Context: an optimization exercise on an open-source flow, tuned for small area, a short achievable clock period and few clock cycles. The choices shown serve that exercise and are no tape-out recipe.
At most, simulation tests tie the RTL to the original design; equivalence was not proved.
Only the layout flow was run in run 1; the RTL was not checked for function there.
Power figures rest on the tool's default switching activity, not on a simulated workload.

**flow/design.v**
```verilog
`default_nettype none
package nnBusPkg;
	typedef enum logic [2:0] {
		SEL_INPUT = 3'd0,
		SEL_HIDDEN_WEIGHT = 3'd1,
		SEL_OUTPUT_INPUT = 3'd2,
		SEL_OUTPUT_WEIGHT = 3'd3,
		SEL_HIDDEN_RESULT = 3'd4,
		SEL_OUTPUT_RESULT = 3'd5,
		SEL_STATUS = 3'd6
	} regSelect;
	typedef logic [8-1:0] busAddr;
	typedef logic [1:0] neuronIndex;
	typedef logic [32-1:0] busWord;
endpackage
`default_nettype wire
`default_nettype none
package nnMathPkg;
	typedef logic signed [16-1:0] operandWord;
	typedef logic signed [32-1:0] accumWord;
	localparam logic LAYER_HIDDEN = 1'b0;
	localparam logic LAYER_OUTPUT = 1'b1;
	localparam logic FETCH_IDLE = 1'b0;
	localparam logic FETCH_RUN = 1'b1;
endpackage
`default_nettype wire
`default_nettype none
module macArray (
	input  logic [23:0] dig,
	input  logic [15:0] w,
	output logic [31:0] ps,
	output logic [31:0] pc
);
	logic t0;
	logic t1;
	logic t2;
	logic t3;
	logic t4;
	logic t5;
	logic t6;
	logic t7;
	logic t8;
	logic t9;
	logic t10;
	logic t11;
	logic t12;
	logic t13;
	logic t14;
	logic t15;
	logic t16;
	logic t17;
	logic t18;
	logic t19;
	logic t20;
	logic t21;
	logic t22;
	logic t23;
	logic t24;
	logic t25;
	logic t26;
	logic t27;
	logic t28;
	logic t29;
	logic t30;
	logic t31;
	logic t32;
	logic t33;
	logic t34;
	logic t35;
	logic t36;
	logic t37;
	logic t38;
	logic t39;
	logic t40;
	logic t41;
	logic t42;
	logic t43;
	logic t44;
	logic t45;
	logic t46;
	logic t47;
	logic t48;
	logic t49;
	logic t50;
	logic t51;
	logic t52;
	logic t53;
	logic t54;
	logic t55;
	logic t56;
	logic t57;
	logic t58;
	logic t59;
	logic t60;
	logic t61;
	logic t62;
	logic t63;
	logic t64;
	logic t65;
	logic t66;
	logic t67;
	logic t68;
	logic t69;
	logic t70;
	logic t71;
	logic t72;
	logic t73;
	logic t74;
	logic t75;
	logic t76;
	logic t77;
	logic t78;
	logic t79;
	logic t80;
	logic t81;
	logic t82;
	logic t83;
	logic t84;
	logic t85;
	logic t86;
	logic t87;
	logic t88;
	logic t89;
	logic t90;
	logic t91;
	logic t92;
	logic t93;
	logic t94;
	logic t95;
	logic t96;
	logic t97;
	logic t98;
	logic t99;
	logic t100;
	logic t101;
	logic t102;
	logic t103;
	logic t104;
	logic t105;
	logic t106;
	logic t107;
	logic t108;
	logic t109;
	logic t110;
	logic t111;
	logic t112;
	logic t113;
	logic t114;
	logic t115;
	logic t116;
	logic t117;
	logic t118;
	logic t119;
	logic t120;
	logic t121;
	logic t122;
	logic t123;
	logic t124;
	logic t125;
	logic t126;
	logic t127;
	logic t128;
	logic t129;
	logic t130;
	logic t131;
	logic t132;
	logic t133;
	logic t134;
	logic t135;
	logic t136;
	logic t137;
	logic t138;
	logic t139;
	logic t140;
	logic t141;
	logic t142;
	logic t143;
	logic t144;
	logic t145;
	logic t146;
	logic t147;
	logic t148;
	logic t149;
	logic t150;
	logic t151;
	logic t152;
	logic t153;
	logic t154;
	logic t155;
	logic t156;
	logic t157;
	logic t158;
	logic t159;
	logic t160;
	logic t161;
	logic t162;
	logic t163;
	logic t164;
	logic t165;
	logic t166;
	logic t167;
	logic t168;
	logic t169;
	logic t170;
	logic t171;
	logic t172;
	logic t173;
	logic t174;
	logic t175;
	logic t176;
	logic t177;
	logic t178;
	logic t179;
	logic t180;
	logic t181;
	logic t182;
	logic t183;
	logic t184;
	logic t185;
	logic t186;
	logic t187;
	logic t188;
	logic t189;
	logic t190;
	logic t191;
	logic t192;
	logic t193;
	logic t194;
	logic t195;
	logic t196;
	logic t197;
	logic t198;
	logic t199;
	logic t200;
	logic t201;
	logic t202;
	logic t203;
	logic t204;
	logic t205;
	logic t206;
	logic t207;
	logic t208;
	logic t209;
	logic t210;
	logic t211;
	logic t212;
	logic t213;
	logic t214;
	logic t215;
	logic t216;
	logic t217;
	logic t218;
	logic t219;
	logic t220;
	logic t221;
	logic t222;
	logic t223;
	logic t224;
	logic t225;
	logic t226;
	logic t227;
	logic t228;
	logic t229;
	logic t230;
	logic t231;
	logic t232;
	logic t233;
	logic t234;
	logic t235;
	logic t236;
	logic t237;
	logic t238;
	logic t239;
	logic t240;
	logic t241;
	logic t242;
	logic t243;
	logic t244;
	logic t245;
	logic t246;
	logic t247;
	logic t248;
	logic t249;
	logic t250;
	logic t251;
	logic t252;
	logic t253;
	logic t254;
	logic t255;
	logic t256;
	logic t257;
	logic t258;
	logic t259;
	logic t260;
	logic t261;
	logic t262;
	logic t263;
	logic t264;
	logic t265;
	logic t266;
	logic t267;
	logic t268;
	logic t269;
	logic t270;
	logic t271;
	logic t272;
	logic t273;
	logic t274;
	logic t275;
	logic t276;
	logic t277;
	logic t278;
	logic t279;
	logic t280;
	logic t281;
	logic t282;
	logic t283;
	logic t284;
	logic t285;
	logic t286;
	logic t287;
	logic t288;
	logic t289;
	logic t290;
	logic t291;
	logic t292;
	logic t293;
	logic t294;
	logic t295;
	logic t296;
	logic t297;
	logic t298;
	logic t299;
	logic t300;
	logic t301;
	logic t302;
	logic t303;
	logic t304;
	logic t305;
	logic t306;
	logic t307;
	logic t308;
	logic t309;
	logic t310;
	logic t311;
	logic t312;
	logic t313;
	logic t314;
	logic t315;
	logic t316;
	logic t317;
	logic t318;
	logic t319;
	logic t320;
	logic t321;
	logic t322;
	logic t323;
	logic t324;
	logic t325;
	logic t326;
	logic t327;
	logic t328;
	logic t329;
	logic t330;
	logic t331;
	logic t332;
	logic t333;
	logic t334;
	logic t335;
	logic t336;
	logic t337;
	logic t338;
	logic t339;
	logic t340;
	logic t341;
	logic t342;
	logic t343;
	logic t344;
	logic t345;
	logic t346;
	logic t347;
	logic t348;
	logic t349;
	logic t350;
	logic t351;
	logic t352;
	logic t353;
	logic t354;
	logic t355;
	logic t356;
	logic t357;
	logic t358;
	logic t359;
	assign t0 = (dig[0] & w[0]) ^ dig[2];
	assign t1 = ((dig[0] & w[1]) | (dig[1] & w[0])) ^ dig[2];
	assign t2 = ((dig[0] & w[2]) | (dig[1] & w[1])) ^ dig[2];
	assign t3 = ((dig[0] & w[3]) | (dig[1] & w[2])) ^ dig[2];
	assign t4 = ((dig[0] & w[4]) | (dig[1] & w[3])) ^ dig[2];
	assign t5 = ((dig[0] & w[5]) | (dig[1] & w[4])) ^ dig[2];
	assign t6 = ((dig[0] & w[6]) | (dig[1] & w[5])) ^ dig[2];
	assign t7 = ((dig[0] & w[7]) | (dig[1] & w[6])) ^ dig[2];
	assign t8 = ((dig[0] & w[8]) | (dig[1] & w[7])) ^ dig[2];
	assign t9 = ((dig[0] & w[9]) | (dig[1] & w[8])) ^ dig[2];
	assign t10 = ((dig[0] & w[10]) | (dig[1] & w[9])) ^ dig[2];
	assign t11 = ((dig[0] & w[11]) | (dig[1] & w[10])) ^ dig[2];
	assign t12 = ((dig[0] & w[12]) | (dig[1] & w[11])) ^ dig[2];
	assign t13 = ((dig[0] & w[13]) | (dig[1] & w[12])) ^ dig[2];
	assign t14 = ((dig[0] & w[14]) | (dig[1] & w[13])) ^ dig[2];
	assign t15 = ((dig[0] & w[15]) | (dig[1] & w[14])) ^ dig[2];
	assign t16 = ~(((dig[0] & w[15]) | (dig[1] & w[15])) ^ dig[2]);
	assign t17 = (dig[3] & w[0]) ^ dig[5];
	assign t18 = ((dig[3] & w[1]) | (dig[4] & w[0])) ^ dig[5];
	assign t19 = ((dig[3] & w[2]) | (dig[4] & w[1])) ^ dig[5];
	assign t20 = ((dig[3] & w[3]) | (dig[4] & w[2])) ^ dig[5];
	assign t21 = ((dig[3] & w[4]) | (dig[4] & w[3])) ^ dig[5];
	assign t22 = ((dig[3] & w[5]) | (dig[4] & w[4])) ^ dig[5];
	assign t23 = ((dig[3] & w[6]) | (dig[4] & w[5])) ^ dig[5];
	assign t24 = ((dig[3] & w[7]) | (dig[4] & w[6])) ^ dig[5];
	assign t25 = ((dig[3] & w[8]) | (dig[4] & w[7])) ^ dig[5];
	assign t26 = ((dig[3] & w[9]) | (dig[4] & w[8])) ^ dig[5];
	assign t27 = ((dig[3] & w[10]) | (dig[4] & w[9])) ^ dig[5];
	assign t28 = ((dig[3] & w[11]) | (dig[4] & w[10])) ^ dig[5];
	assign t29 = ((dig[3] & w[12]) | (dig[4] & w[11])) ^ dig[5];
	assign t30 = ((dig[3] & w[13]) | (dig[4] & w[12])) ^ dig[5];
	assign t31 = ((dig[3] & w[14]) | (dig[4] & w[13])) ^ dig[5];
	assign t32 = ((dig[3] & w[15]) | (dig[4] & w[14])) ^ dig[5];
	assign t33 = ~(((dig[3] & w[15]) | (dig[4] & w[15])) ^ dig[5]);
	assign t34 = (dig[6] & w[0]) ^ dig[8];
	assign t35 = ((dig[6] & w[1]) | (dig[7] & w[0])) ^ dig[8];
	assign t36 = ((dig[6] & w[2]) | (dig[7] & w[1])) ^ dig[8];
	assign t37 = ((dig[6] & w[3]) | (dig[7] & w[2])) ^ dig[8];
	assign t38 = ((dig[6] & w[4]) | (dig[7] & w[3])) ^ dig[8];
	assign t39 = ((dig[6] & w[5]) | (dig[7] & w[4])) ^ dig[8];
	assign t40 = ((dig[6] & w[6]) | (dig[7] & w[5])) ^ dig[8];
	assign t41 = ((dig[6] & w[7]) | (dig[7] & w[6])) ^ dig[8];
	assign t42 = ((dig[6] & w[8]) | (dig[7] & w[7])) ^ dig[8];
	assign t43 = ((dig[6] & w[9]) | (dig[7] & w[8])) ^ dig[8];
	assign t44 = ((dig[6] & w[10]) | (dig[7] & w[9])) ^ dig[8];
	assign t45 = ((dig[6] & w[11]) | (dig[7] & w[10])) ^ dig[8];
	assign t46 = ((dig[6] & w[12]) | (dig[7] & w[11])) ^ dig[8];
	assign t47 = ((dig[6] & w[13]) | (dig[7] & w[12])) ^ dig[8];
	assign t48 = ((dig[6] & w[14]) | (dig[7] & w[13])) ^ dig[8];
	assign t49 = ((dig[6] & w[15]) | (dig[7] & w[14])) ^ dig[8];
	assign t50 = ~(((dig[6] & w[15]) | (dig[7] & w[15])) ^ dig[8]);
	assign t51 = (dig[9] & w[0]) ^ dig[11];
	assign t52 = ((dig[9] & w[1]) | (dig[10] & w[0])) ^ dig[11];
	assign t53 = ((dig[9] & w[2]) | (dig[10] & w[1])) ^ dig[11];
	assign t54 = ((dig[9] & w[3]) | (dig[10] & w[2])) ^ dig[11];
	assign t55 = ((dig[9] & w[4]) | (dig[10] & w[3])) ^ dig[11];
	assign t56 = ((dig[9] & w[5]) | (dig[10] & w[4])) ^ dig[11];
	assign t57 = ((dig[9] & w[6]) | (dig[10] & w[5])) ^ dig[11];
	assign t58 = ((dig[9] & w[7]) | (dig[10] & w[6])) ^ dig[11];
	assign t59 = ((dig[9] & w[8]) | (dig[10] & w[7])) ^ dig[11];
	assign t60 = ((dig[9] & w[9]) | (dig[10] & w[8])) ^ dig[11];
	assign t61 = ((dig[9] & w[10]) | (dig[10] & w[9])) ^ dig[11];
	assign t62 = ((dig[9] & w[11]) | (dig[10] & w[10])) ^ dig[11];
	assign t63 = ((dig[9] & w[12]) | (dig[10] & w[11])) ^ dig[11];
	assign t64 = ((dig[9] & w[13]) | (dig[10] & w[12])) ^ dig[11];
	assign t65 = ((dig[9] & w[14]) | (dig[10] & w[13])) ^ dig[11];
	assign t66 = ((dig[9] & w[15]) | (dig[10] & w[14])) ^ dig[11];
	assign t67 = ~(((dig[9] & w[15]) | (dig[10] & w[15])) ^ dig[11]);
	assign t68 = (dig[12] & w[0]) ^ dig[14];
	assign t69 = ((dig[12] & w[1]) | (dig[13] & w[0])) ^ dig[14];
	assign t70 = ((dig[12] & w[2]) | (dig[13] & w[1])) ^ dig[14];
	assign t71 = ((dig[12] & w[3]) | (dig[13] & w[2])) ^ dig[14];
	assign t72 = ((dig[12] & w[4]) | (dig[13] & w[3])) ^ dig[14];
	assign t73 = ((dig[12] & w[5]) | (dig[13] & w[4])) ^ dig[14];
	assign t74 = ((dig[12] & w[6]) | (dig[13] & w[5])) ^ dig[14];
	assign t75 = ((dig[12] & w[7]) | (dig[13] & w[6])) ^ dig[14];
	assign t76 = ((dig[12] & w[8]) | (dig[13] & w[7])) ^ dig[14];
	assign t77 = ((dig[12] & w[9]) | (dig[13] & w[8])) ^ dig[14];
	assign t78 = ((dig[12] & w[10]) | (dig[13] & w[9])) ^ dig[14];
	assign t79 = ((dig[12] & w[11]) | (dig[13] & w[10])) ^ dig[14];
	assign t80 = ((dig[12] & w[12]) | (dig[13] & w[11])) ^ dig[14];
	assign t81 = ((dig[12] & w[13]) | (dig[13] & w[12])) ^ dig[14];
	assign t82 = ((dig[12] & w[14]) | (dig[13] & w[13])) ^ dig[14];
	assign t83 = ((dig[12] & w[15]) | (dig[13] & w[14])) ^ dig[14];
	assign t84 = ~(((dig[12] & w[15]) | (dig[13] & w[15])) ^ dig[14]);
	assign t85 = (dig[15] & w[0]) ^ dig[17];
	assign t86 = ((dig[15] & w[1]) | (dig[16] & w[0])) ^ dig[17];
	assign t87 = ((dig[15] & w[2]) | (dig[16] & w[1])) ^ dig[17];
	assign t88 = ((dig[15] & w[3]) | (dig[16] & w[2])) ^ dig[17];
	assign t89 = ((dig[15] & w[4]) | (dig[16] & w[3])) ^ dig[17];
	assign t90 = ((dig[15] & w[5]) | (dig[16] & w[4])) ^ dig[17];
	assign t91 = ((dig[15] & w[6]) | (dig[16] & w[5])) ^ dig[17];
	assign t92 = ((dig[15] & w[7]) | (dig[16] & w[6])) ^ dig[17];
	assign t93 = ((dig[15] & w[8]) | (dig[16] & w[7])) ^ dig[17];
	assign t94 = ((dig[15] & w[9]) | (dig[16] & w[8])) ^ dig[17];
	assign t95 = ((dig[15] & w[10]) | (dig[16] & w[9])) ^ dig[17];
	assign t96 = ((dig[15] & w[11]) | (dig[16] & w[10])) ^ dig[17];
	assign t97 = ((dig[15] & w[12]) | (dig[16] & w[11])) ^ dig[17];
	assign t98 = ((dig[15] & w[13]) | (dig[16] & w[12])) ^ dig[17];
	assign t99 = ((dig[15] & w[14]) | (dig[16] & w[13])) ^ dig[17];
	assign t100 = ((dig[15] & w[15]) | (dig[16] & w[14])) ^ dig[17];
	assign t101 = ~(((dig[15] & w[15]) | (dig[16] & w[15])) ^ dig[17]);
	assign t102 = (dig[18] & w[0]) ^ dig[20];
	assign t103 = ((dig[18] & w[1]) | (dig[19] & w[0])) ^ dig[20];
	assign t104 = ((dig[18] & w[2]) | (dig[19] & w[1])) ^ dig[20];
	assign t105 = ((dig[18] & w[3]) | (dig[19] & w[2])) ^ dig[20];
	assign t106 = ((dig[18] & w[4]) | (dig[19] & w[3])) ^ dig[20];
	assign t107 = ((dig[18] & w[5]) | (dig[19] & w[4])) ^ dig[20];
	assign t108 = ((dig[18] & w[6]) | (dig[19] & w[5])) ^ dig[20];
	assign t109 = ((dig[18] & w[7]) | (dig[19] & w[6])) ^ dig[20];
	assign t110 = ((dig[18] & w[8]) | (dig[19] & w[7])) ^ dig[20];
	assign t111 = ((dig[18] & w[9]) | (dig[19] & w[8])) ^ dig[20];
	assign t112 = ((dig[18] & w[10]) | (dig[19] & w[9])) ^ dig[20];
	assign t113 = ((dig[18] & w[11]) | (dig[19] & w[10])) ^ dig[20];
	assign t114 = ((dig[18] & w[12]) | (dig[19] & w[11])) ^ dig[20];
	assign t115 = ((dig[18] & w[13]) | (dig[19] & w[12])) ^ dig[20];
	assign t116 = ((dig[18] & w[14]) | (dig[19] & w[13])) ^ dig[20];
	assign t117 = ((dig[18] & w[15]) | (dig[19] & w[14])) ^ dig[20];
	assign t118 = ~(((dig[18] & w[15]) | (dig[19] & w[15])) ^ dig[20]);
	assign t119 = (dig[21] & w[0]) ^ dig[23];
	assign t120 = ((dig[21] & w[1]) | (dig[22] & w[0])) ^ dig[23];
	assign t121 = ((dig[21] & w[2]) | (dig[22] & w[1])) ^ dig[23];
	assign t122 = ((dig[21] & w[3]) | (dig[22] & w[2])) ^ dig[23];
	assign t123 = ((dig[21] & w[4]) | (dig[22] & w[3])) ^ dig[23];
	assign t124 = ((dig[21] & w[5]) | (dig[22] & w[4])) ^ dig[23];
	assign t125 = ((dig[21] & w[6]) | (dig[22] & w[5])) ^ dig[23];
	assign t126 = ((dig[21] & w[7]) | (dig[22] & w[6])) ^ dig[23];
	assign t127 = ((dig[21] & w[8]) | (dig[22] & w[7])) ^ dig[23];
	assign t128 = ((dig[21] & w[9]) | (dig[22] & w[8])) ^ dig[23];
	assign t129 = ((dig[21] & w[10]) | (dig[22] & w[9])) ^ dig[23];
	assign t130 = ((dig[21] & w[11]) | (dig[22] & w[10])) ^ dig[23];
	assign t131 = ((dig[21] & w[12]) | (dig[22] & w[11])) ^ dig[23];
	assign t132 = ((dig[21] & w[13]) | (dig[22] & w[12])) ^ dig[23];
	assign t133 = ((dig[21] & w[14]) | (dig[22] & w[13])) ^ dig[23];
	assign t134 = ((dig[21] & w[15]) | (dig[22] & w[14])) ^ dig[23];
	assign t135 = ~(((dig[21] & w[15]) | (dig[22] & w[15])) ^ dig[23]);
	assign t136 = dig[17] ^ t10;
	assign t137 = dig[17] & t10;
	assign t138 = t11 ^ t26;
	assign t139 = t11 & t26;
	assign t140 = dig[20] ^ t12 ^ t27;
	assign t141 = (dig[20] & t12) | (dig[20] & t27) | (t12 & t27);
	assign t142 = t42 ^ t57;
	assign t143 = t42 & t57;
	assign t144 = t13 ^ t28 ^ t43;
	assign t145 = (t13 & t28) | (t13 & t43) | (t28 & t43);
	assign t146 = t58 ^ t73;
	assign t147 = t58 & t73;
	assign t148 = dig[23] ^ t14 ^ t29;
	assign t149 = (dig[23] & t14) | (dig[23] & t29) | (t14 & t29);
	assign t150 = t44 ^ t59 ^ t74;
	assign t151 = (t44 & t59) | (t44 & t74) | (t59 & t74);
	assign t152 = t89 ^ t104;
	assign t153 = t89 & t104;
	assign t154 = t15 ^ t30 ^ t45;
	assign t155 = (t15 & t30) | (t15 & t45) | (t30 & t45);
	assign t156 = t60 ^ t75 ^ t90;
	assign t157 = (t60 & t75) | (t60 & t90) | (t75 & t90);
	assign t158 = t105 ^ t120;
	assign t159 = t105 & t120;
	assign t160 = 1'b1 ^ t16 ^ t31;
	assign t161 = (1'b1 & t16) | (1'b1 & t31) | (t16 & t31);
	assign t162 = t46 ^ t61 ^ t76;
	assign t163 = (t46 & t61) | (t46 & t76) | (t61 & t76);
	assign t164 = t91 ^ t106 ^ t121;
	assign t165 = (t91 & t106) | (t91 & t121) | (t106 & t121);
	assign t166 = 1'b1 ^ t32 ^ t47;
	assign t167 = (1'b1 & t32) | (1'b1 & t47) | (t32 & t47);
	assign t168 = t62 ^ t77 ^ t92;
	assign t169 = (t62 & t77) | (t62 & t92) | (t77 & t92);
	assign t170 = t107 ^ t122;
	assign t171 = t107 & t122;
	assign t172 = t33 ^ t48 ^ t63;
	assign t173 = (t33 & t48) | (t33 & t63) | (t48 & t63);
	assign t174 = t78 ^ t93 ^ t108;
	assign t175 = (t78 & t93) | (t78 & t108) | (t93 & t108);
	assign t176 = 1'b1 ^ t49 ^ t64;
	assign t177 = (1'b1 & t49) | (1'b1 & t64) | (t49 & t64);
	assign t178 = t79 ^ t94;
	assign t179 = t79 & t94;
	assign t180 = t50 ^ t65 ^ t80;
	assign t181 = (t50 & t65) | (t50 & t80) | (t65 & t80);
	assign t182 = 1'b1 ^ t66;
	assign t183 = 1'b1 & t66;
	assign t184 = dig[11] ^ t6;
	assign t185 = dig[11] & t6;
	assign t186 = t7 ^ t22;
	assign t187 = t7 & t22;
	assign t188 = dig[14] ^ t8 ^ t23;
	assign t189 = (dig[14] & t8) | (dig[14] & t23) | (t8 & t23);
	assign t190 = t38 ^ t53;
	assign t191 = t38 & t53;
	assign t192 = t9 ^ t24 ^ t39;
	assign t193 = (t9 & t24) | (t9 & t39) | (t24 & t39);
	assign t194 = t54 ^ t69;
	assign t195 = t54 & t69;
	assign t196 = t25 ^ t40 ^ t55;
	assign t197 = (t25 & t40) | (t25 & t55) | (t40 & t55);
	assign t198 = t70 ^ t85 ^ t136;
	assign t199 = (t70 & t85) | (t70 & t136) | (t85 & t136);
	assign t200 = t41 ^ t56 ^ t71;
	assign t201 = (t41 & t56) | (t41 & t71) | (t56 & t71);
	assign t202 = t86 ^ t137 ^ t138;
	assign t203 = (t86 & t137) | (t86 & t138) | (t137 & t138);
	assign t204 = t72 ^ t87 ^ t102;
	assign t205 = (t72 & t87) | (t72 & t102) | (t87 & t102);
	assign t206 = t139 ^ t142 ^ t140;
	assign t207 = (t139 & t142) | (t139 & t140) | (t142 & t140);
	assign t208 = t88 ^ t103 ^ t141;
	assign t209 = (t88 & t103) | (t88 & t141) | (t103 & t141);
	assign t210 = t143 ^ t146 ^ t144;
	assign t211 = (t143 & t146) | (t143 & t144) | (t146 & t144);
	assign t212 = t119 ^ t145 ^ t147;
	assign t213 = (t119 & t145) | (t119 & t147) | (t145 & t147);
	assign t214 = t152 ^ t148 ^ t150;
	assign t215 = (t152 & t148) | (t152 & t150) | (t148 & t150);
	assign t216 = t149 ^ t151 ^ t153;
	assign t217 = (t149 & t151) | (t149 & t153) | (t151 & t153);
	assign t218 = t158 ^ t154 ^ t156;
	assign t219 = (t158 & t154) | (t158 & t156) | (t154 & t156);
	assign t220 = t155 ^ t157 ^ t159;
	assign t221 = (t155 & t157) | (t155 & t159) | (t157 & t159);
	assign t222 = t160 ^ t162 ^ t164;
	assign t223 = (t160 & t162) | (t160 & t164) | (t162 & t164);
	assign t224 = t161 ^ t163 ^ t165;
	assign t225 = (t161 & t163) | (t161 & t165) | (t163 & t165);
	assign t226 = t170 ^ t166 ^ t168;
	assign t227 = (t170 & t166) | (t170 & t168) | (t166 & t168);
	assign t228 = t123 ^ t167 ^ t169;
	assign t229 = (t123 & t167) | (t123 & t169) | (t167 & t169);
	assign t230 = t171 ^ t172 ^ t174;
	assign t231 = (t171 & t172) | (t171 & t174) | (t172 & t174);
	assign t232 = t109 ^ t124 ^ t173;
	assign t233 = (t109 & t124) | (t109 & t173) | (t124 & t173);
	assign t234 = t175 ^ t178 ^ t176;
	assign t235 = (t175 & t178) | (t175 & t176) | (t178 & t176);
	assign t236 = t95 ^ t110 ^ t125;
	assign t237 = (t95 & t110) | (t95 & t125) | (t110 & t125);
	assign t238 = t177 ^ t179 ^ t180;
	assign t239 = (t177 & t179) | (t177 & t180) | (t179 & t180);
	assign t240 = t81 ^ t96 ^ t111;
	assign t241 = (t81 & t96) | (t81 & t111) | (t96 & t111);
	assign t242 = t126 ^ t181 ^ t182;
	assign t243 = (t126 & t181) | (t126 & t182) | (t181 & t182);
	assign t244 = t67 ^ t82 ^ t97;
	assign t245 = (t67 & t82) | (t67 & t97) | (t82 & t97);
	assign t246 = t112 ^ t127 ^ t183;
	assign t247 = (t112 & t127) | (t112 & t183) | (t127 & t183);
	assign t248 = 1'b1 ^ t83 ^ t98;
	assign t249 = (1'b1 & t83) | (1'b1 & t98) | (t83 & t98);
	assign t250 = t113 ^ t128;
	assign t251 = t113 & t128;
	assign t252 = t84 ^ t99 ^ t114;
	assign t253 = (t84 & t99) | (t84 & t114) | (t99 & t114);
	assign t254 = 1'b1 ^ t100;
	assign t255 = 1'b1 & t100;
	assign t256 = dig[8] ^ t4;
	assign t257 = dig[8] & t4;
	assign t258 = t5 ^ t20;
	assign t259 = t5 & t20;
	assign t260 = t21 ^ t36 ^ t51;
	assign t261 = (t21 & t36) | (t21 & t51) | (t36 & t51);
	assign t262 = t37 ^ t52 ^ t185;
	assign t263 = (t37 & t52) | (t37 & t185) | (t52 & t185);
	assign t264 = t68 ^ t187 ^ t190;
	assign t265 = (t68 & t187) | (t68 & t190) | (t187 & t190);
	assign t266 = t189 ^ t191 ^ t194;
	assign t267 = (t189 & t191) | (t189 & t194) | (t191 & t194);
	assign t268 = t193 ^ t195 ^ t196;
	assign t269 = (t193 & t195) | (t193 & t196) | (t195 & t196);
	assign t270 = t197 ^ t200 ^ t199;
	assign t271 = (t197 & t200) | (t197 & t199) | (t200 & t199);
	assign t272 = t201 ^ t204 ^ t203;
	assign t273 = (t201 & t204) | (t201 & t203) | (t204 & t203);
	assign t274 = t205 ^ t207 ^ t208;
	assign t275 = (t205 & t207) | (t205 & t208) | (t207 & t208);
	assign t276 = t209 ^ t211 ^ t212;
	assign t277 = (t209 & t211) | (t209 & t212) | (t211 & t212);
	assign t278 = t213 ^ t215 ^ t216;
	assign t279 = (t213 & t215) | (t213 & t216) | (t215 & t216);
	assign t280 = t217 ^ t219 ^ t220;
	assign t281 = (t217 & t219) | (t217 & t220) | (t219 & t220);
	assign t282 = t221 ^ t223 ^ t224;
	assign t283 = (t221 & t223) | (t221 & t224) | (t223 & t224);
	assign t284 = t225 ^ t227 ^ t228;
	assign t285 = (t225 & t227) | (t225 & t228) | (t227 & t228);
	assign t286 = t229 ^ t231 ^ t232;
	assign t287 = (t229 & t231) | (t229 & t232) | (t231 & t232);
	assign t288 = t236 ^ t233 ^ t235;
	assign t289 = (t236 & t233) | (t236 & t235) | (t233 & t235);
	assign t290 = t237 ^ t240 ^ t239;
	assign t291 = (t237 & t240) | (t237 & t239) | (t240 & t239);
	assign t292 = t241 ^ t244 ^ t243;
	assign t293 = (t241 & t244) | (t241 & t243) | (t244 & t243);
	assign t294 = t245 ^ t250 ^ t248;
	assign t295 = (t245 & t250) | (t245 & t248) | (t250 & t248);
	assign t296 = t129 ^ t249 ^ t251;
	assign t297 = (t129 & t249) | (t129 & t251) | (t249 & t251);
	assign t298 = t115 ^ t130 ^ t253;
	assign t299 = (t115 & t130) | (t115 & t253) | (t130 & t253);
	assign t300 = t101 ^ t116 ^ t131;
	assign t301 = (t101 & t116) | (t101 & t131) | (t116 & t131);
	assign t302 = 1'b1 ^ t117;
	assign t303 = 1'b1 & t117;
	assign t304 = dig[5] ^ t2;
	assign t305 = dig[5] & t2;
	assign t306 = t3 ^ t18;
	assign t307 = t3 & t18;
	assign t308 = t19 ^ t34 ^ t256;
	assign t309 = (t19 & t34) | (t19 & t256) | (t34 & t256);
	assign t310 = t35 ^ t257 ^ t258;
	assign t311 = (t35 & t257) | (t35 & t258) | (t257 & t258);
	assign t312 = t259 ^ t184 ^ t260;
	assign t313 = (t259 & t184) | (t259 & t260) | (t184 & t260);
	assign t314 = t261 ^ t186 ^ t262;
	assign t315 = (t261 & t186) | (t261 & t262) | (t186 & t262);
	assign t316 = t188 ^ t263 ^ t264;
	assign t317 = (t188 & t263) | (t188 & t264) | (t263 & t264);
	assign t318 = t192 ^ t265 ^ t266;
	assign t319 = (t192 & t265) | (t192 & t266) | (t265 & t266);
	assign t320 = t267 ^ t198 ^ t268;
	assign t321 = (t267 & t198) | (t267 & t268) | (t198 & t268);
	assign t322 = t269 ^ t202 ^ t270;
	assign t323 = (t269 & t202) | (t269 & t270) | (t202 & t270);
	assign t324 = t206 ^ t271 ^ t272;
	assign t325 = (t206 & t271) | (t206 & t272) | (t271 & t272);
	assign t326 = t210 ^ t273 ^ t274;
	assign t327 = (t210 & t273) | (t210 & t274) | (t273 & t274);
	assign t328 = t214 ^ t275 ^ t276;
	assign t329 = (t214 & t275) | (t214 & t276) | (t275 & t276);
	assign t330 = t218 ^ t277 ^ t278;
	assign t331 = (t218 & t277) | (t218 & t278) | (t277 & t278);
	assign t332 = t222 ^ t279 ^ t280;
	assign t333 = (t222 & t279) | (t222 & t280) | (t279 & t280);
	assign t334 = t226 ^ t281 ^ t282;
	assign t335 = (t226 & t281) | (t226 & t282) | (t281 & t282);
	assign t336 = t230 ^ t283 ^ t284;
	assign t337 = (t230 & t283) | (t230 & t284) | (t283 & t284);
	assign t338 = t234 ^ t285 ^ t286;
	assign t339 = (t234 & t285) | (t234 & t286) | (t285 & t286);
	assign t340 = t238 ^ t287 ^ t288;
	assign t341 = (t238 & t287) | (t238 & t288) | (t287 & t288);
	assign t342 = t242 ^ t289 ^ t290;
	assign t343 = (t242 & t289) | (t242 & t290) | (t289 & t290);
	assign t344 = t246 ^ t291 ^ t292;
	assign t345 = (t246 & t291) | (t246 & t292) | (t291 & t292);
	assign t346 = t247 ^ t294 ^ t293;
	assign t347 = (t247 & t294) | (t247 & t293) | (t294 & t293);
	assign t348 = t252 ^ t295 ^ t296;
	assign t349 = (t252 & t295) | (t252 & t296) | (t295 & t296);
	assign t350 = t254 ^ t297 ^ t298;
	assign t351 = (t254 & t297) | (t254 & t298) | (t297 & t298);
	assign t352 = t255 ^ t300 ^ t299;
	assign t353 = (t255 & t300) | (t255 & t299) | (t300 & t299);
	assign t354 = t132 ^ t301 ^ t302;
	assign t355 = (t132 & t301) | (t132 & t302) | (t301 & t302);
	assign t356 = t118 ^ t133 ^ t303;
	assign t357 = (t118 & t133) | (t118 & t303) | (t133 & t303);
	assign t358 = 1'b1 ^ t134;
	assign t359 = 1'b1 & t134;
	assign ps[0] = dig[2];
	assign pc[0] = t0;
	assign ps[1] = t1;
	assign pc[1] = 1'b0;
	assign ps[2] = t17;
	assign pc[2] = t304;
	assign ps[3] = t305;
	assign pc[3] = t306;
	assign ps[4] = t307;
	assign pc[4] = t308;
	assign ps[5] = t309;
	assign pc[5] = t310;
	assign ps[6] = t311;
	assign pc[6] = t312;
	assign ps[7] = t313;
	assign pc[7] = t314;
	assign ps[8] = t315;
	assign pc[8] = t316;
	assign ps[9] = t317;
	assign pc[9] = t318;
	assign ps[10] = t319;
	assign pc[10] = t320;
	assign ps[11] = t321;
	assign pc[11] = t322;
	assign ps[12] = t323;
	assign pc[12] = t324;
	assign ps[13] = t325;
	assign pc[13] = t326;
	assign ps[14] = t327;
	assign pc[14] = t328;
	assign ps[15] = t329;
	assign pc[15] = t330;
	assign ps[16] = t331;
	assign pc[16] = t332;
	assign ps[17] = t333;
	assign pc[17] = t334;
	assign ps[18] = t335;
	assign pc[18] = t336;
	assign ps[19] = t337;
	assign pc[19] = t338;
	assign ps[20] = t339;
	assign pc[20] = t340;
	assign ps[21] = t341;
	assign pc[21] = t342;
	assign ps[22] = t343;
	assign pc[22] = t344;
	assign ps[23] = t345;
	assign pc[23] = t346;
	assign ps[24] = t348;
	assign pc[24] = t347;
	assign ps[25] = t349;
	assign pc[25] = t350;
	assign ps[26] = t351;
	assign pc[26] = t352;
	assign ps[27] = t354;
	assign pc[27] = t353;
	assign ps[28] = t355;
	assign pc[28] = t356;
	assign ps[29] = t358;
	assign pc[29] = t357;
	assign ps[30] = t135;
	assign pc[30] = t359;
	assign ps[31] = 1'b1;
	assign pc[31] = 1'b0;
endmodule
`default_nettype wire
`default_nettype none
module nnAccelerator (
	input  logic                 CLOCK1_50,
	input  logic                 resetHidden,
	input  logic                 busWrite,
	input  logic [2:0]           busSel,
	input  logic [1:0]           busNeuron,
	input  logic [8-1:0]   busAddr,
	input  logic [32-1:0]  busWriteData,
	output logic [32-1:0]  busReadData
);
	logic [15:0] xMem [16];
	logic [15:0] w1Mem [64];
	logic [15:0] hMem [4];
	logic [15:0] w2Mem [12];
	logic [15:0] wd;
	logic inRange16;
	logic inRange4;
	logic wrX;
	logic wrW1;
	logic wrH;
	logic wrW2;
	assign wd = busWriteData[15:0];
	assign inRange16 = busAddr < 8'd16;
	assign inRange4 = busAddr < 8'd4;
	assign wrX = busWrite && busSel == 3'd0 && inRange16;
	assign wrW1 = busWrite && busSel == 3'd1 && inRange16;
	assign wrH = busWrite && busSel == 3'd2 && inRange4;
	assign wrW2 = busWrite && busSel == 3'd3 && inRange4 && busNeuron != 2'd3;
	always_ff @(posedge CLOCK1_50) begin
		for (int k = 0; k < 16; k++)
			if (wrX && busAddr[3:0] == 4'(k))
				xMem[k] <= wd;
		for (int k = 0; k < 64; k++)
			if (wrW1 && {busNeuron, busAddr[3:0]} == 6'(k))
				w1Mem[k] <= wd;
		for (int k = 0; k < 4; k++)
			if (wrH && busAddr[1:0] == 2'(k))
				hMem[k] <= wd;
		for (int k = 0; k < 12; k++)
			if (wrW2 && {busNeuron, busAddr[1:0]} == 4'(k))
				w2Mem[k] <= wd;
	end
	logic clrH;
	logic stH;
	logic clrO;
	logic stO;
	assign clrH = wrX && busAddr[3:0] == 4'd0;
	assign stH = wrX && busAddr[3:0] == 4'd15;
	assign clrO = wrH && busAddr[1:0] == 2'd0;
	assign stO = wrH && busAddr[1:0] == 2'd3;
	logic colH;
	logic cleanH;
	logic [14:1] seenH;
	logic colO;
	logic cleanO;
	logic [2:1] seenO;
	logic fastH;
	logic fastO;
	assign fastH = colH && cleanH && &seenH;
	assign fastO = colO && cleanO && &seenO;
	always_ff @(posedge CLOCK1_50) begin
		if (resetHidden) begin
			colH <= 1'b0;
			colO <= 1'b0;
		end else begin
			if (clrH) begin
				colH <= 1'b1;
				cleanH <= 1'b1;
				seenH <= '0;
			end else if (stH) begin
				colH <= 1'b0;
			end else if (wrX) begin
				for (int k = 1; k < 15; k++)
					if (busAddr[3:0] == 4'(k)) begin
						seenH[k] <= 1'b1;
						if (seenH[k])
							cleanH <= 1'b0;
					end
			end else if (wrW1) begin
				cleanH <= 1'b0;
			end
			if (clrO) begin
				colO <= 1'b1;
				cleanO <= 1'b1;
				seenO <= '0;
			end else if (stO) begin
				colO <= 1'b0;
			end else if (wrH) begin
				for (int k = 1; k < 3; k++)
					if (busAddr[1:0] == 2'(k)) begin
						seenO[k] <= 1'b1;
						if (seenO[k])
							cleanO <= 1'b0;
					end
			end else if (wrW2) begin
				cleanO <= 1'b0;
			end
		end
	end
	logic fbAct;
	logic fbLay;
	logic [3:0] fbCnt;
	logic fbLast;
	assign fbLast = fbLay ? fbCnt == 4'd3 : fbCnt == 4'd15;
	always_ff @(posedge CLOCK1_50) begin
		if (resetHidden) begin
			fbAct <= 1'b0;
		end else if (fbAct) begin
			fbCnt <= fbCnt + 4'd1;
			if (fbLast)
				fbAct <= 1'b0;
		end else if ((stH && !fastH) || (stO && !fastO)) begin
			fbAct <= 1'b1;
			fbLay <= stO;
			fbCnt <= 4'd0;
		end
	end
	logic doneH;
	logic doneO;
	always_ff @(posedge CLOCK1_50) begin
		if (resetHidden) begin
			doneH <= 1'b0;
			doneO <= 1'b0;
		end else begin
			if (clrH)
				doneH <= 1'b0;
			else if ((stH && fastH) || (fbAct && fbLast && !fbLay))
				doneH <= 1'b1;
			if (clrO)
				doneO <= 1'b0;
			else if ((stO && fastO) || (fbAct && fbLast && fbLay))
				doneO <= 1'b1;
		end
	end
	logic itemV;
	logic itemLay;
	logic itemFirst;
	logic [3:0] itemIdx;
	logic [15:0] itemX;
	logic [23:0] itemDig;
	always_comb begin
		if (fbAct) begin
			itemV = 1'b1;
			itemLay = fbLay;
			itemFirst = fbCnt == 4'd0;
			itemIdx = fbCnt;
			itemX = fbLay ? hMem[fbCnt[1:0]] : xMem[fbCnt];
		end else begin
			itemV = (wrX && (colH || clrH)) || (wrH && (colO || clrO));
			itemLay = busSel[1];
			itemFirst = busAddr[3:0] == 4'd0;
			itemIdx = busAddr[3:0];
			itemX = wd;
		end
	end
	logic [16:0] xExt;
	assign xExt = {itemX, 1'b0};
	for (genvar j = 0; j < 8; j++) begin : gBooth
		assign itemDig[3*j] = xExt[2*j+1] ^ xExt[2*j];
		assign itemDig[3*j+1] = (xExt[2*j+2] && !xExt[2*j+1] && !xExt[2*j]) ||
			(!xExt[2*j+2] && xExt[2*j+1] && xExt[2*j]);
		assign itemDig[3*j+2] = xExt[2*j+2];
	end
	logic [15:0] selW1;
	logic [3:0] selW2;
	logic [3:0][15:0] itemW;
	always_comb begin
		for (int k = 0; k < 16; k++)
			selW1[k] = !itemLay && itemIdx == 4'(k);
		for (int k = 0; k < 4; k++)
			selW2[k] = itemLay && itemIdx[1:0] == 2'(k);
		for (int n = 0; n < 4; n++) begin
			itemW[n] = '0;
			for (int k = 0; k < 16; k++)
				itemW[n] = itemW[n] | ({16{selW1[k]}} & w1Mem[n*16 + k]);
			if (n < 3)
				for (int k = 0; k < 4; k++)
					itemW[n] = itemW[n] | ({16{selW2[k]}} & w2Mem[n*4 + k]);
		end
	end
	logic r0V;
	logic r0Lay;
	logic r0First;
	logic [23:0] r0Dig;
	logic [3:0][15:0] r0W;
	always_ff @(posedge CLOCK1_50) begin
		if (resetHidden)
			r0V <= 1'b0;
		else
			r0V <= itemV;
		r0Lay <= itemLay;
		r0First <= itemFirst;
		r0Dig <= itemDig;
		r0W <= itemW;
	end
	logic [3:0][31:0] prodS;
	logic [3:0][31:0] prodC;
	for (genvar n = 0; n < 4; n++) begin : gLane
		macArray lane (.dig(r0Dig), .w(r0W[n]), .ps(prodS[n]), .pc(prodC[n]));
	end
	logic r1V;
	logic r1Lay;
	logic r1AddH;
	logic r1AddO;
	logic [3:0][31:0] r1S;
	logic [3:0][31:0] r1C;
	always_ff @(posedge CLOCK1_50) begin
		if (resetHidden)
			r1V <= 1'b0;
		else
			r1V <= r0V;
		r1Lay <= r0Lay;
		r1AddH <= !r0First && !r0Lay;
		r1AddO <= !r0First && r0Lay;
		r1S <= prodS;
		r1C <= prodC;
	end
	logic [3:0][31:0] accH;
	logic [2:0][31:0] accO;
	logic [3:0][31:0] laneSum;
	for (genvar n = 0; n < 4; n++) begin : gSum
		logic [31:0] base;
		logic [31:0] s3;
		logic [31:0] c3;
		if (n < 3) begin : gShared
			assign base = ({32{r1AddH}} & accH[n]) | ({32{r1AddO}} & accO[n]);
		end else begin : gHiddenOnly
			assign base = {32{r1AddH}} & accH[n];
		end
		assign s3 = base ^ r1S[n] ^ r1C[n];
		assign c3 = (base & r1S[n]) | (base & r1C[n]) | (r1S[n] & r1C[n]);
		assign laneSum[n] = s3 + {c3[30:0], 1'b0};
	end
	always_ff @(posedge CLOCK1_50) begin
		for (int n = 0; n < 4; n++)
			if (r1V && !r1Lay)
				accH[n] <= laneSum[n];
		for (int n = 0; n < 3; n++)
			if (r1V && r1Lay)
				accO[n] <= laneSum[n];
	end
	logic [31:0] rdEarly;
	logic [31:0] rd;
	logic readSum;
	always_comb begin
		rdEarly = 32'd0;
		case (busSel)
			3'd0:
				if (inRange16)
					rdEarly = {{16{xMem[busAddr[3:0]][15]}}, xMem[busAddr[3:0]]};
			3'd2:
				if (inRange4)
					rdEarly = {{16{hMem[busAddr[1:0]][15]}}, hMem[busAddr[1:0]]};
			3'd4:
				if (inRange4 && doneH)
					rdEarly = accH[busAddr[1:0]];
			3'd5:
				if (busAddr < 8'd3 && doneO)
					rdEarly = accO[busAddr[1:0]];
			3'd6:
				rdEarly = {30'd0, doneO, doneH};
			default: ;
		endcase
	end
	assign readSum = r1V && (r1Lay ?
		busSel == 3'd5 && busAddr < 8'd3 && doneO :
		busSel == 3'd4 && inRange4 && doneH);
	assign rd = readSum ? laneSum[busAddr[1:0]] : rdEarly;
	always_ff @(posedge CLOCK1_50)
		busReadData <= rd;
endmodule
`default_nettype wire
```
**flow/run.sh**
```bash
#!/bin/bash
# synth_recipe.tcl (not shown) runs the flow's synth.tcl, then flattens the netlist and writes it again
# the make line also repeats each setting of config.mk as NAME=value (left out here)
make -C /OpenROAD-flow-scripts/flow DESIGN_CONFIG=/design/flow/config.mk WORK_HOME=/design/flow/orfs CLKGATE_MAP_FILE= SYNTH_SCRIPT=/design/flow/synth_recipe.tcl finish
```
**flow/config.mk**
```make
export PLATFORM = sky130hd
export DESIGN_NAME = nnAccelerator
export DESIGN_NICKNAME = nnAccelerator
export VERILOG_FILES = /design/flow/design.v
export SDC_FILE = /design/flow/constraint.sdc
export NUM_CORES = 4
export LEC_CHECK = 0
export CAP_MARGIN = 20
export CORE_MARGIN = 2
export CORE_UTILIZATION = 40
export SETUP_SLACK_MARGIN = 5
export SLEW_MARGIN = 20
```
**flow/constraint.sdc**
```tcl
create_clock -name core_clock -period 10.0 [get_ports {CLOCK1_50}]
set_input_delay 2.0000 -clock core_clock [delete_from_list [all_inputs] [get_ports {CLOCK1_50}]]
set_output_delay 2.0000 -clock core_clock [all_outputs]
set_load 0.01 [all_outputs]
```
==> results of run 1 <==
-- cells in the final DEF (no fill, tap or decap), drive strengths merged, types with 96 or more instances in the layout --
master,n
edfxtp,1783
a22oi,909
inv,707
fa,472
xnor2,376
dfxtp,373
buf,302
clkbuf,292
nand2,288
xor2,280
nor2,267
ha,213
a22o,201
a221oi,201
o21ai,178
a21oi,145
nand3,121
mux2i,96
-- registers in the layout, indices dropped and copies added (netlist names), 2 cells and up --
register	count
accH	128
accO	96
busReadData	32
fbCnt	4
hMem	64
r0Dig	24
r0W	64
r1C	120
r1S	121
seenH	14
seenO	2
w1Mem	1024
w2Mem	192
xMem	256
-- critical path, cell delays in order --
cell and delay, ps:
buf_6 290, inv_1 380, nor2_4 640, buf_4 500, nand3_1 620, nor2_1 700, buf_4 410
-- how the worst min path moves through the flow --
stage               endpoint  cells after the start  slack (ps)
floorplan            r1S[96]                      0         330
global placement      r1AddO                      1         400
detailed placement    r1AddH                      1         400
CTS                   r1AddO                      1         410
global route          r1AddH                      1         440
finish                r1AddO                      1         420
-- routing by layer --
| metal | vias up | GRT usage | wire [um] |
|---|---|---|---|
| li1 | 29800 | - | - |
| met1 | 37100 | 0.364 | 144000 |
| met2 | 4957 | 0.403 | 163000 |
| met3 | 884 | 0.0614 | 44100 |
| met4 | 2 | 0.0953 | 14900 |
| met5 | - | 0 | 13 |
-- cells by family (layout without fill, tap and decap cells) --
group	Yosys count	after routing	share of synthesized area
AOI/OAI and AO/OA	2014	2014	0.143
xor gates and xnor gates	656	656	0.0540
adders and majority gates	685	685	0.114
buffers and inverters	1309	1459	0.0468
DFF	2156	2156	0.574
muxes	163	163	0.0228
other	0	6	0
and+or+nand+nor	1010	1012	0.0458
-- area by class of cell --
class	instances	area share
clock inverters	117	0.0118
repair buffers	350	0.0250
well taps	3533	0.0370
inverters	702	0.0221
flip-flops and latches	2156	0.512
clock buffers	290	0.0489
multi-input cells	4530	0.343
diodes	6	0.000126
-- power by group through the flow --
stage	clock, uW	combinational (uW)	sequential, uW
after floorplan	0	8750	11400
after global placement	0	12800	11700
after detailed placement	0	13100	11700
after CTS	8380	13200	11500
after global routing	8720	14700	11600
final	8310	13500	11600
-- stage by stage --
stage	cells	area (um2)	setup WS [ps]	total power, uW	hold slack [ps]
after global placement	11300	112000	3550	24500	398
after CTS	11700	119000	4970	33100	411
after floorplan	7993	106000	5190	20100	329
after global routing	11700	119000	4950	35000	440
final	11700	119000	4860	33400	419
after detailed placement	11300	112000	3570	24800	400
-- timing repair --
action | 4_1_cts | 5_1_grt
gates cloned | 2 | 2
hold buffers | 0 | 0
pin swaps | 6 | 5
gates resized for setup | 26 | 14
setup endpoints to repair | 112 | 63
buffers inserted | 7 | 7
==> impl_metrics.toml, run 1 <==
[outcome]
status = "complete, no violations"

[drt]
drtPass1Iterations = 7
drc = 0
drtAntennaViolNets = 0
vias_per_cell = 6.22
avgRoutedWirePerCell_um = 31.4
via_count = 72700
drt_first_iter_violations = 11900
wl_um = 366000

[timing]
relSlewSlack = 0.161
finalHoldViolations = 0
finClkSkew_ps = 88.0
setup_violations = 0
tightest_slew_ps = 1260
fin_tns_setup_ps = 0
fmaxAchievable_mhz = 194
finalCriticalPeriod_ps = 5140
fin_crit_sh = 0.514
rsz0062_at_grt = "yes"
slew_violations = 0

[synthesis]
seq_area_frac_synth = 0.574
yosys.area.top_type = "edfxtp_1"
synth_area_mm2 = 0.106
syn_inst = 7993
synthArstFlopShare = 0
synth_nets = 8726
avgSynthCellArea_um2 = 13.3
ys_warn_count = 5
synthTopCellsByCount = "edfxtp_1 (1783), a22oi_1 (909), inv_1 (699), fa_1 (472), clkbuf_1 (468)"
synth_area_leaders = "edfxtp_1 (50%), fa_1 (8.9%), dfxtp_1 (7.0%), a22oi_1 (6.4%), xnor2_1 (3.1%)"
synth_edf_count = 1783
yosysTopAreaCellShare = 0.503
post-synth-top-count-cell = "edfxtp_1"
synth_seq_cells = 2156
ys_types = 88
ys.flop_type = "edfxtp_1"

[floorplanning]
start_util = 0.402
core_mm2 = 0.265
die_area_mm2 = 0.270
io_pins = 80
die_w_um = 520
rows = 189
fp.dieH_um = 520

[power]
p_sw_frac = 0.380
ir_drop_mv = 0.197
p_comb_frac = 0.405
clkPwrFrac = 0.249
internal-power_uw = 20700
seqPwrFrac = 0.346
power.switching_uw = 12700
p_leak_uw = 0.0422
power_density_mw_per_mm2 = 280

[finish]
final_nets = 8689
seq_area_mm2 = 0.0611
final_core_util = 0.451
fill_cells = 23600
syn2layout_area_growth_pct = 12.2
layout-drive-gt1-share = 0.107
multiInputGateArea_mm2 = 0.0410

[run]
maxCapViolCount = 0

[critical_path]
critPathKind = "in2reg"
start_kind = "input pin"
critPathLaunch = "busAddr[0]"
crit_arrival_ps = 5700
endpoint = "w1Mem[45][11]"
required_ps = 10550
rr_startpoint = "r1AddH"
cp-end-kind = "flip-flop"
path_max_fanout = 28
r2r_setup_slack_ps = 5050
ff2ff_path_depth = 14
r2r-end = "busReadData[31]"

[clocking]
clockBufferDepth = 3
clock-root-buffer = "clkbuf_16"
cts_tree = "done"
cts_sinks = 2156
cts_made_buffers = 216
insertion_delay_ps = 920
clk_transition_reported_paths_ps = 60
h-tree-depth = 4

[global_routing]
antenna_found_initial = 20
grt_pass1_vias = 71400
grtUsageTotal = 0.263
grt_pass1_wl_um = 518000
overflow = 0
grt_max_degree = 96

[placement]
globalplace.congestion = 0.909
io_buffers = 63
dp.final_hpwl_um = 226000

[min_path]
hp-class = "reg2reg"
holdCritStartpoint = "r0First"
==> run 2: changes to the inputs <==
--- a/flow/design.v
+++ b/flow/design.v
@@ -1020,35 +1020,42 @@
 	end
 	logic r1V;
 	logic r1Lay;
-	logic r1AddH;
-	logic r1AddO;
 	logic [3:0][31:0] r1S;
 	logic [3:0][31:0] r1C;
+	logic [3:0][31:0] r1Base;
+	logic [3:0][31:0] accH;
+	logic [2:0][31:0] accO;
+	logic [3:0][31:0] laneSum;
+	logic addH;
+	logic addO;
+	logic fwdH;
+	logic fwdO;
+	assign addH = !r0First && !r0Lay;
+	assign addO = !r0First && r0Lay;
+	assign fwdH = addH && r1V && !r1Lay;
+	assign fwdO = addO && r1V && r1Lay;
 	always_ff @(posedge CLOCK1_50) begin
 		if (resetHidden)
 			r1V <= 1'b0;
 		else
 			r1V <= r0V;
 		r1Lay <= r0Lay;
-		r1AddH <= !r0First && !r0Lay;
-		r1AddO <= !r0First && r0Lay;
 		r1S <= prodS;
 		r1C <= prodC;
+		for (int n = 0; n < 4; n++) begin
+			if (fwdH || fwdO)
+				r1Base[n] <= laneSum[n];
+			else if (n < 3)
+				r1Base[n] <= ({32{addH}} & accH[n]) | ({32{addO}} & accO[n]);
+			else
+				r1Base[n] <= {32{addH}} & accH[n];
+		end
 	end
-	logic [3:0][31:0] accH;
-	logic [2:0][31:0] accO;
-	logic [3:0][31:0] laneSum;
 	for (genvar n = 0; n < 4; n++) begin : gSum
-		logic [31:0] base;
 		logic [31:0] s3;
 		logic [31:0] c3;
-		if (n < 3) begin : gShared
-			assign base = ({32{r1AddH}} & accH[n]) | ({32{r1AddO}} & accO[n]);
-		end else begin : gHiddenOnly
-			assign base = {32{r1AddH}} & accH[n];
-		end
-		assign s3 = base ^ r1S[n] ^ r1C[n];
-		assign c3 = (base & r1S[n]) | (base & r1C[n]) | (r1S[n] & r1C[n]);
+		assign s3 = r1Base[n] ^ r1S[n] ^ r1C[n];
+		assign c3 = (r1Base[n] & r1S[n]) | (r1Base[n] & r1C[n]) | (r1S[n] & r1C[n]);
 		assign laneSum[n] = s3 + {c3[30:0], 1'b0};
 	end
 	always_ff @(posedge CLOCK1_50) begin
@@ -1062,29 +1069,30 @@
 	logic [31:0] rdEarly;
 	logic [31:0] rd;
 	logic readSum;
-	always_comb begin
-		rdEarly = 32'd0;
-		case (busSel)
-			3'd0:
-				if (inRange16)
-					rdEarly = {{16{xMem[busAddr[3:0]][15]}}, xMem[busAddr[3:0]]};
-			3'd2:
-				if (inRange4)
-					rdEarly = {{16{hMem[busAddr[1:0]][15]}}, hMem[busAddr[1:0]]};
-			3'd4:
-				if (inRange4 && doneH)
-					rdEarly = accH[busAddr[1:0]];
-			3'd5:
-				if (busAddr < 8'd3 && doneO)
-					rdEarly = accO[busAddr[1:0]];
-			3'd6:
-				rdEarly = {30'd0, doneO, doneH};
-			default: ;
-		endcase
-	end
-	assign readSum = r1V && (r1Lay ?
-		busSel == 3'd5 && busAddr < 8'd3 && doneO :
-		busSel == 3'd4 && inRange4 && doneH);
+	logic qX;
+	logic qH;
+	logic qY1;
+	logic qY2;
+	logic qSt;
+	logic [15:0] xRd;
+	logic [15:0] hRd;
+	logic [31:0] y1Rd;
+	logic [31:0] y2Rd;
+	assign qX = busSel == 3'd0 && inRange16;
+	assign qH = busSel == 3'd2 && inRange4;
+	assign qY1 = busSel == 3'd4 && inRange4 && doneH;
+	assign qY2 = busSel == 3'd5 && busAddr < 8'd3 && doneO;
+	assign qSt = busSel == 3'd6;
+	assign xRd = xMem[busAddr[3:0]];
+	assign hRd = hMem[busAddr[1:0]];
+	assign y1Rd = accH[busAddr[1:0]];
+	assign y2Rd = busAddr[1] ? accO[2] : accO[busAddr[0]];
+	assign rdEarly = ({32{qX}} & {{16{xRd[15]}}, xRd}) |
+		({32{qH}} & {{16{hRd[15]}}, hRd}) |
+		({32{qY1}} & y1Rd) |
+		({32{qY2}} & y2Rd) |
+		{30'd0, qSt && doneO, qSt && doneH};
+	assign readSum = r1V && (r1Lay ? qY2 : qY1);
 	assign rd = readSum ? laneSum[busAddr[1:0]] : rdEarly;
 	always_ff @(posedge CLOCK1_50)
 		busReadData <= rd;
==> flow/flow/run.sh (new file) <==
#!/bin/bash
# Standard layout, with timing repair aiming below the clock period by
# SETUP_SLACK_MARGIN (the clock period and constraints are unchanged).
set -euo pipefail
bash standard.sh SETUP_SLACK_MARGIN=6.3 finish > make_finish.log 2>&1
==> flow/standard.sh (new file) <==
#!/bin/bash
# synth_recipe.tcl (not shown) runs the flow's synth.tcl, then flattens the netlist and writes it again
# the make line also repeats each setting of config.mk as NAME=value (left out here)
make -C /OpenROAD-flow-scripts/flow DESIGN_CONFIG=/design/flow/config.mk WORK_HOME=/design/flow/orfs CLKGATE_MAP_FILE= SYNTH_SCRIPT=/design/flow/synth_recipe.tcl "${@:-finish}"
--- a/flow/config.mk
+++ b/flow/config.mk
@@ -7,6 +7,5 @@
 export LEC_CHECK = 0
 export CAP_MARGIN = 20
 export CORE_MARGIN = 2
-export CORE_UTILIZATION = 40
-export SETUP_SLACK_MARGIN = 5
+export CORE_UTILIZATION = 60
 export SLEW_MARGIN = 20
removed: flow/run.sh
==> impl_metrics.toml, run 2 <==
[drt]
via_count = 76400
wl_um = 383000
drt_first_iter_violations = 11800
drtPass1Iterations = 7
drtAntennaViolNets = 0
drc = 0
avgRoutedWirePerCell_um = 35.6
vias_per_cell = 7.09

[timing]
slew_violations = 0
fmaxAchievable_mhz = 267
finalHoldViolations = 0
finalCriticalPeriod_ps = 3740
fin_crit_sh = 0.374
fin_tns_setup_ps = 0
relSlewSlack = 0.197
finClkSkew_ps = 69.5
rsz0062_at_grt = "yes"
postLayoutSetupSlackWorst_ps = 6260
setup_violations = 0
tightest_slew_ps = 1200

[min_path]
holdPathStages = 1
hp-class = "reg2reg"

[synthesis]
synth_nets = 8845
syn_inst = 8112
avgSynthCellArea_um2 = 13.5
yosys.area.top_type = "edfxtp_1"
synthTopCellsByCount = "edfxtp_1 (1783), a22oi_1 (717), dfxtp_1 (499), fa_1 (472), clkbuf_1 (466)"
synth_area_leaders = "edfxtp_1 (49%), dfxtp_1 (9.1%), fa_1 (8.6%), a22oi_1 (4.9%), xnor2_1 (3.1%)"
synthArstFlopShare = 0
ys_warn_count = 5
yosysTopAreaCellShare = 0.488
synth_edf_count = 1783
seq_area_frac_synth = 0.579
ys_types = 98
synth_area_mm2 = 0.110
synth_seq_cells = 2282
ys.flop_type = "edfxtp_1"
post-synth-top-count-cell = "edfxtp_1"

[finish]
layout-drive-gt1-share = 0.153
largest_register_ffs = 1024
mostFrequentLayoutCells = "edfxtp_1 (1783), a22oi_1 (716), fa_1 (467)"
final_core_util = 0.693
final_common_cell = "edfxtp_1"
final_nets = 8936
fin_cells = 10800
regMostFlops = "w1Mem"
fill_cells = 12500
syn2layout_area_growth_pct = 14.5
reg_top3 = "w1Mem (1024), xMem (256), w2Mem (192)"

[floorplanning]
die_area_mm2 = 0.186
core_mm2 = 0.181
start_util = 0.605
io_pins = 80
die_w_um = 432
fp.dieH_um = 432
rows = 156

[clocking]
insertion_delay_ps = 900
cts_made_buffers = 226
clockBufferDepth = 3
clk_transition_reported_paths_ps = 60
cts_tree = "done"
h-tree-depth = 4
clock-root-buffer = "clkbuf_16"
cts_hold_buf = 0
cts_sinks = 2282

[global_routing]
grt_pass1_wl_um = 540000
overflow = 0
antenna_found_initial = 14
grt_max_degree = 130
grt_pass1_vias = 74400
grtUsageTotal = 0.407

[critical_path]
path_max_fanout = 5
crit_slowest_cell = "a2bb2oi_1"
ff2ff_path_depth = 9
start_kind = "flip-flop"
crit_chain = "fa_1, ha_4, a2111oi_4, o21ai_4, buf_4, a311oi_1, a2bb2oi_1, mux4_2, o21a_1"
slowest_delay_ps = 680
cp_num_buf_inv = 1
cp-end-kind = "flip-flop"
critPathKind = "reg2reg"
path_depth = 9
required_ps = 10800
crit_family = "compound AO/OA/AOI/OAI gates"
crit_arrival_ps = 4550

[run]
maxCapViolCount = 0

[placement]
globalplace.congestion = 0.949
dp.final_hpwl_um = 232000
preCtsSetupSlack_ps = 3540
dp_cells = 10100
io_buffers = 63

[power]
power_density_mw_per_mm2 = 291
p_leak_uw = 0.0444
p_comb_frac = 0.436
power.switching_uw = 14300
ir_drop_mv = 0.302
clkPwrFrac = 0.233
p_sw_frac = 0.392
internal-power_uw = 22300
seqPwrFrac = 0.331

[outcome]
status = "complete, no violations"
-- run 2: repair_timing --
action / 4_1_cts / 5_1_grt
gates cloned: 12 / 2
pin swaps: 91 / 41
setup buffers: 168 / 42
resized for setup: 379 / 142
endpoints found under the setup margin: 1933 / 496
-- run 2: power groups by stage --
stage               Sequential (uW)  Clock, uW  Combinational (uW)
finish                        12100       8520               16000
global route                  12200       8920               17000
CTS                           12200       8550               15000
detailed placement            12400          0               14100
global placement              12400          0               13800
floorplan                     12100          0                9230
-- run 2: worst reg2reg max path, delay by kind of cell (launching register included) --
family / cells / cell delay (ps)
buffers and inverters: 1 / 190
adder cells (fa/ha/maj): 2 / 830
flip-flops: 1 / 340
AO/OA/AOI/OAI: 5 / 1910
multiplexers: 1 / 390
-- run 2: cell type report --
type,count,area (um2),share of cell area
Sequential cell,2282,63700,0.506
Multi-Input combinational cell,4791,44500,0.354
Clock buffer,317,6210,0.0494
Timing Repair Buffer,505,5600,0.0445
Tap cell,2370,2970,0.0236
Inverter,397,1500,0.0119
Clock inverter,108,1210,0.00967
Antenna cell,10,25.0,0.000199
-- run 2: kinds of logic (layout without fill, tap and decap cells) --
logic type                 count (synthesis)  count (layout)  share of synthesized area
other                                      0              10                          0
and+or+nand+nor                         1069            1075                     0.0456
muxes                                    243             243                     0.0292
adders and majority gates                685             685                      0.110
DFF                                     2282            2282                      0.579
buffers and inverters                   1046            1327                     0.0369
xor gates and xnor gates                 657             657                     0.0524
AOI/OAI and AO/OA                       2130            2131                      0.147
-- run 2: metrics by stage --
stage	power, uW	hold slack [ps]	area, um2
after CTS	35700	437	125000
after detailed placement	26400	425	113000
after global placement	26200	431	113000
after global routing	38100	466	126000
final	36600	436	126000
after floorplan	21300	329	111000
-- run 2: final timing paths --
path	slack, ps	to	startpoint
max	6260	busReadData[10]	r1Base[5]
min	440	r1V	r0V
max reg2reg	6260	busReadData[10]	r1Base[5]
min reg2reg	440	r1V	r0V
-- run 2: layer usage --
| layer | up-vias | share of wire | GRT usage | wire, um |
|---|---|---|---|---|
| li1 | 31000 | - | - | - |
| met1 | 38600 | 0.36 | 0.544 | 139000 |
| met2 | 5643 | 0.45 | 0.609 | 171000 |
| met3 | 1141 | 0.12 | 0.101 | 47700 |
| met4 | 2 | 0.068 | 0.236 | 25900 |
| met5 | - | 0.000034 | 0 | 13 |
Testbench counts of run 2, summed over its fixed seeds: cycles 1,856.
==> run 3: changes to the inputs <==
--- a/flow/config.mk
+++ b/flow/config.mk
@@ -8,4 +8,6 @@
 export CAP_MARGIN = 20
 export CORE_MARGIN = 2
 export CORE_UTILIZATION = 60
+export CTS_BUF_LIST = sky130_fd_sc_hd__clkbuf_8
+export CTS_CLUSTER_SIZE = 16
 export SLEW_MARGIN = 20
==> impl_metrics.toml, run 3 <==
[outcome]
status = "complete, no violations"

[finish]
final_area_mm2 = 0.125
layout-drive-gt1-share = 0.167
fill_cells = 12800
fin_cells = 11000
syn2layout_area_growth_pct = 14.0
mostFrequentLayoutCells = "edfxtp_1 (1783), a22oi_1 (717), inv_1 (539)"
final_nets = 9055
reg_top3 = "w1Mem (1024), xMem (256), w2Mem (192)"
regMostFlops = "w1Mem"
final_common_cell = "edfxtp_1"
largest_register_ffs = 1024

[power]
power.switching_uw = 14400
p_sw_frac = 0.399
power_density_mw_per_mm2 = 288
total_power_uw = 36100
clkPwrFrac = 0.221
seqPwrFrac = 0.337
ir_drop_mv = 0.323
internal-power_uw = 21700
p_leak_uw = 0.0447
p_comb_frac = 0.442

[min_path]
hold_path_end = "r0W[45]"
holdCritStartpoint = "w1Mem[44][13]"
holdPathStages = 2
hp-class = "reg2reg"

[timing]
fin_tns_setup_ps = 0
fin_crit_sh = 0.380
setup_violations = 0
finalCriticalPeriod_ps = 3800
tightest_slew_ps = 1320
fmaxAchievable_mhz = 263
finalHoldViolations = 0
relSlewSlack = 0.110
rsz0062_at_grt = "yes"
finClkSkew_ps = 101
slew_violations = 0

[critical_path]
crit_arrival_ps = 4790
path_max_fanout = 4
cp-end-kind = "flip-flop"
critPathKind = "reg2reg"
required_ps = 10990
ff2ff_path_depth = 9
cp_num_buf_inv = 1
rr_startpoint = "r1Base[2]"
crit_chain = "fa_1, ha_1, a211oi_2, o21ai_4, buf_4, a311oi_1, a2bb2oi_1, mux4_2, o21a_1"
crit_slowest_cell = "a2bb2oi_1"
slowest_delay_ps = 690
r2r-end = "busReadData[10]"
r2r_setup_slack_ps = 6200
start_kind = "flip-flop"
crit_family = "compound AO/OA/AOI/OAI gates"

[floorplanning]
core_mm2 = 0.181
rows = 156
fp.dieH_um = 432
die_area_mm2 = 0.186
die_w_um = 432
io_pins = 80
start_util = 0.605

[synthesis]
ys_warn_count = 5
synthTopCellsByCount = "edfxtp_1 (1783), a22oi_1 (717), dfxtp_1 (499), fa_1 (472), clkbuf_1 (466)"
synth_seq_cells = 2282
seq_area_frac_synth = 0.579
ys_types = 98
synth_edf_count = 1783
synth_area_leaders = "edfxtp_1 (49%), dfxtp_1 (9.1%), fa_1 (8.6%), a22oi_1 (4.9%), xnor2_1 (3.1%)"
synth_area_mm2 = 0.110
synth_nets = 8845
yosys.area.top_type = "edfxtp_1"
post-synth-top-count-cell = "edfxtp_1"
synthArstFlopShare = 0
syn_inst = 8112
ys.flop_type = "edfxtp_1"
yosysTopAreaCellShare = 0.488
avgSynthCellArea_um2 = 13.5

[clocking]
cts_made_buffers = 379
clock-root-buffer = "clkbuf_8"
h-tree-depth = 5
clk_transition_reported_paths_ps = 60
cts_tree = "done"
clockBufferDepth = 4
cts_hold_buf = 0
cts_sinks = 2282
insertion_delay_ps = 1120

[drt]
drc = 0
wl_um = 386000
avgRoutedWirePerCell_um = 35.1
drt_first_iter_violations = 11900
drtPass1Iterations = 9
vias_per_cell = 7.00
via_count = 77100
drtAntennaViolNets = 0

[global_routing]
grtUsageTotal = 0.406
grt_pass1_wl_um = 540000
grt_pass1_vias = 75200
overflow = 0
grt_max_degree = 130
antenna_found_initial = 19

[placement]
dp_cells = 10100
io_buffers = 63
globalplace.congestion = 0.949
postPlaceCellArea_mm2 = 0.113
dp.final_hpwl_um = 232000

[run]
maxCapViolCount = 0
run 3: cell counts after synthesis:
Identical to the previous run, type by type.
run 3: cell type report:
cell class                 instances  area, um2  area share
clock buffer                     425       5850      0.0468
tap                             2370       2970      0.0237
sequential                      2282      63700       0.509
clock inverter                   262       1380      0.0110
antenna                           10       25.0    0.000200
multi-input combinational       4791      44500       0.356
timing repair buffer             471       5230      0.0418
inverter                         397       1500      0.0120
run 3: worst max-delay path by stage:
stage,start,end,slack (ps),cells past startpoint
after CTS,r1S[96],busReadData[27],6240,14
after global routing,r1Base[2],busReadData[12],6200,12
after detailed placement,busAddr[7],w1Mem[53][1],3540,7
after floorplan,busAddr[7],xMem[10][0],5660,7
final,r1Base[2],busReadData[10],6200,9
after global placement,busAddr[7],w1Mem[20][13],3630,7
run 3: cell families (layout without fill, tap and decap cells):
logic type,Yosys count,count (layout),synth area share
flops,2282,2282,0.579
compound gates,2130,2131,0.147
simple gates,1069,1075,0.0456
buf+inv,1046,1555,0.0369
fa+ha+maj,685,685,0.110
xor+xnor,657,657,0.0524
mux,243,243,0.0292
other cells,0,10,0
run 3: tightest hold or removal path, stage by stage (launching register included):
cell and delay [ps]:
edfxtp_1 320, a22oi_1 70, nand4_1 70
run 3: metal layers:
| layer | wire length [um] | part of all wire | vias to the layer above | track usage |
|---|---|---|---|---|
| met5 | 202 | 0.00052 | - | 0 |
| met4 | 26800 | 0.069 | 10 | 0.239 |
| met3 | 48300 | 0.13 | 1268 | 0.101 |
| met2 | 171000 | 0.44 | 5790 | 0.606 |
| met1 | 140000 | 0.36 | 38700 | 0.543 |
| li1 | - | - | 31300 | - |
run 3: through the flow:
stage	setup WS (ps)	hold WS (ps)	utilization
5_1_grt	6200	464	0.690
4_1_cts	6240	436	0.682
6_report	6200	443	0.690
2_1_floorplan	5660	329	-
3_5_place_dp	3540	425	0.626
3_3_place_gp	3630	431	0.625
run 3: power by group through the flow:
stage	Sequential, uW	Clock [uW]	Combinational (uW)
final	12100	7980	15900
after global routing	12200	8420	17000
after CTS	12200	8010	15100
after global placement	12400	0	13800
after detailed placement	12400	0	14100
after floorplan	12100	0	9230
run 3: timing repair:
item | CTS | global route
cloned | 8 | 5
hold endpoints to repair | 0 | 0
endpoints found under the setup margin | 1877 | 466
setup buffers | 118 | 59
gates resized for setup | 416 | 146
pin swaps | 74 | 53

[port drivers added, routing unchanged]
In the flow no input, the clock included, has a driving cell. The finished layouts below were timed again as built, in two steps. Step 1 assumes that a clkbuf_16 drives the clock port and a buf_2 every other input. Step 2, shift: input delay + t, output delay - t, t = (earliest + latest rising clock arrival at the registers) / 2. This alone moves slack from input paths to output paths. a / b / c = no drivers / after step 1 / after step 2; a / b = the first two.
run	shift t [ns]	setup slack, ns
run 1	0.972	4.858 / 4.836 / 3.864
run 2	0.968	6.257 / 6.194 / 5.226
run 3	1.164	6.202 / 6.202 / 5.121
After both steps setup and hold are still met in every run listed.
